Context: an optimization exercise on an open-source flow, tuned for small area and a short achievable clock period. The choices shown serve that exercise and are no tape-out recipe.

== before ==
// sidAudioPath
module sidAudioPath (
  input  logic               clk,
  input  logic               rst,
  input  logic               sampleValid,
  input  logic signed [11:0] voice0,
  input  logic signed [11:0] voice1,
  input  logic signed [11:0] voice2,
  input  logic [7:0]         env0,
  input  logic [7:0]         env1,
  input  logic [7:0]         env2,
  input  logic [2:0]         filterRoute,
  input  logic [1:0]         mode,
  input  logic [15:0]        coef,
  input  logic [3:0]         volume,
  output logic signed [15:0] audioOut,
  output logic               audioValid
);
Size in the first run: ~4,200 cells after synthesis, ~110 I/O pins, about 38,000 µm² of cells after synthesis.
Settings: LEC_CHECK=0, ABC_AREA=1, CAP_MARGIN=20, CORE_MARGIN=2, CORE_UTILIZATION=40, SLEW_MARGIN=20; clock period 20.0 ns.
standard.sh (not shown) runs the stock make flow with config.mk's settings and CLKGATE_MAP_FILE= SYNTH_SCRIPT=/design/flow/synth_recipe.tcl, a recipe that flattens the netlist after the stock synthesis.
==> flow/flow/run.sh <==
#!/bin/bash
# The standard layout with two changes in how it is made (the SDC is unchanged):
#  - after the standard synthesis, flow/invopt.py re-places the netlist's inverters around
#    its full adders and XOR gates (a full adder is self-dual, so each may compute the
#    complements of its outputs from complemented inputs; an XOR gate absorbs an inverted
#    input by becoming an XNOR); registers and all other cells are left as they are;
#  - the resizer's setup repair aims at a shorter period than the 20 ns constraint: paths
#    with less than MARGIN ns of slack are sized up and buffered.
set -euo pipefail
MARGIN=$(cat flow/margin.txt)
R=orfs/results/sky130hd/sidAudioPath/base
bash standard.sh synth > synth.log 2>&1
cp $R/1_2_yosys.v $R/1_2_yosys_std.v
python3 flow/invopt.py $R/1_2_yosys_std.v $R/1_2_yosys.v > invopt.log 2>&1
touch $R/1_2_yosys.v
bash standard.sh SETUP_SLACK_MARGIN=$MARGIN finish > standard.log 2>&1
Other scripts of this flow, unchanged in this note and not shown: flow/flow/invopt.py, flow/flow/margin.txt
Input changes introduced in after (baseline for comparison: before):
--- a/flow/design.v
+++ b/flow/design.v
@@ -993,22 +993,23 @@
   wire m2as_761 = m2ap_656 ^ m2aG_741;
   wire m2as_762 = m2ap_657 ^ m2aG_727;
   wire m2as_763 = m2ap_658 ^ m2aG_743;
   wire m2as_764 = m2ap_659 ^ m2aG_717;
   wire m2as_765 = m2ap_660 ^ m2aG_745;
   wire m2as_766 = m2ap_661 ^ m2aG_729;
   wire m2as_767 = m2ap_662 ^ m2aG_747;
   wire [19:0] m2sum_768 = {m2as_767, m2as_766, m2as_765, m2as_764, m2as_763, m2as_762, m2as_761, m2as_760, m2as_759, m2as_758, m2as_757, m2as_756, m2as_755, m2as_754, m2as_753, m2as_752, m2as_751, m2as_750, m2as_749, m2ap_643};
-  logic [15:0] s0_2, s1_2, s2_2;
+  logic [15:0] ns0_2, ns1_2, ns2_2;   
+  wire  [15:0] s0_2 = ~ns0_2, s1_2 = ~ns1_2, s2_2 = ~ns2_2;
   logic [2:0]  rt_2;
   always_ff @(posedge clk) begin
-    s0_2 <= m0sum_256[19:4];
-    s1_2 <= m1sum_512[19:4];
-    s2_2 <= m2sum_768[19:4];
+    ns0_2 <= ~m0sum_256[19:4];
+    ns1_2 <= ~m1sum_512[19:4];
+    ns2_2 <= ~m2sum_768[19:4];
     rt_2 <= rt_1;
   end
   wire fss769 = (rt_2[0] & s0_2[0]) ^ (rt_2[1] & s1_2[0]);
   wire fsc769 = (rt_2[0] & s0_2[0]) & (rt_2[1] & s1_2[0]);
   wire fss770 = (rt_2[0] & s0_2[1]) ^ (rt_2[1] & s1_2[1]) ^ (rt_2[2] & s2_2[1]);
   wire fsc770 = ((rt_2[0] & s0_2[1]) & (rt_2[1] & s1_2[1])) | ((rt_2[0] & s0_2[1]) & (rt_2[2] & s2_2[1])) | ((rt_2[1] & s1_2[1]) & (rt_2[2] & s2_2[1]));
   wire fss771 = (rt_2[0] & s0_2[2]) ^ (rt_2[1] & s1_2[2]) ^ (rt_2[2] & s2_2[2]);
   wire fsc771 = ((rt_2[0] & s0_2[2]) & (rt_2[1] & s1_2[2])) | ((rt_2[0] & s0_2[2]) & (rt_2[2] & s2_2[2])) | ((rt_2[1] & s1_2[2]) & (rt_2[2] & s2_2[2]));
@@ -1297,19 +1298,21 @@
   wire dsas_1023 = dsap_930 ^ dsaG_1005;
   wire dsas_1024 = dsap_931 ^ dsaG_987;
   wire dsas_1025 = dsap_932 ^ dsaG_1007;
   wire dsas_1026 = dsap_933 ^ dsaG_993;
   wire dsas_1027 = dsap_934 ^ dsaG_1009;
   wire dsas_1028 = dsap_935 ^ dsaG_985;
   wire dsas_1029 = dsap_936 ^ dsaG_1011;
   wire [17:0] dssum_1030 = {dsas_1029, dsas_1028, dsas_1027, dsas_1026, dsas_1025, dsas_1024, dsas_1023, dsas_1022, dsas_1021, dsas_1020, dsas_1019, dsas_1018, dsas_1017, dsas_1016, dsas_1015, dsas_1014, dsas_1013, dsap_919};
-  logic signed [16:0] F3, D3;
+  logic [16:0]        nF3;   
+  wire signed [16:0]  F3 = ~nF3;
+  logic signed [16:0] D3;
   always_ff @(posedge clk) begin
-    F3 <= (fssum_899[17] != fssum_899[16]) ? (fssum_899[17] ? -17'sd65536 : 17'sd65535) : fssum_899[16:0];
+    nF3 <= ~((fssum_899[17] != fssum_899[16]) ? (fssum_899[17] ? -17'sd65536 : 17'sd65535) : fssum_899[16:0]);
     D3 <= (dssum_1030[17] != dssum_1030[16]) ? (dssum_1030[17] ? -17'sd65536 : 17'sd65535) : dssum_1030[16:0];
   end
   wire xone0_1031 = coef_r[0] ^ 1'b0;
   wire xtwo0_1032 = (coef_r[1] & ~coef_r[0] & ~1'b0) | (~coef_r[1] & coef_r[0] & 1'b0);
   wire xneg0_1033 = coef_r[1] & ~(coef_r[0] & 1'b0);
   wire xp0_0_1034 = (((xone0_1031 & F3[0]) | (xtwo0_1032 & 1'b0)) ^ xneg0_1033);
   wire xp0_1_1035 = (((xone0_1031 & F3[1]) | (xtwo0_1032 & F3[0])) ^ xneg0_1033);
   wire xp0_2_1036 = (((xone0_1031 & F3[2]) | (xtwo0_1032 & F3[1])) ^ xneg0_1033);
Notes after the runs:
Looking at worst max-slew margin expressed relative to the limit, after sits 7.5 points lower than before does.
No run of this note included a check of the RTL's function; only the layout flow was run.

-- separate check: timing with driven ports --
Ports are ideal in the flow. The routed layouts listed here were re-timed in OpenROAD.
Step 1 assumes that a clkbuf_16 drives the clock port and a buf_2 every other input.
Step 2 adds t to the input delays and takes it off the output delays; t is the mean of the earliest and latest rising clock arrival at the registers after step 1. Input paths then give back, and output paths get back, about the clock's delay inside the block.
Three values: no drivers, after step 1, after step 2; two values: the first two.
run | t (ns) | setup slack, ns | slew at the worst register clock pin (ns)
before | 0.679 | 14.717 / 14.669 / 14.717 | 0.07 / 0.07
after | 0.718 | 14.731 / 14.683 / 14.731 | 0.07 / 0.07
After both steps setup and hold are still met in every run listed.
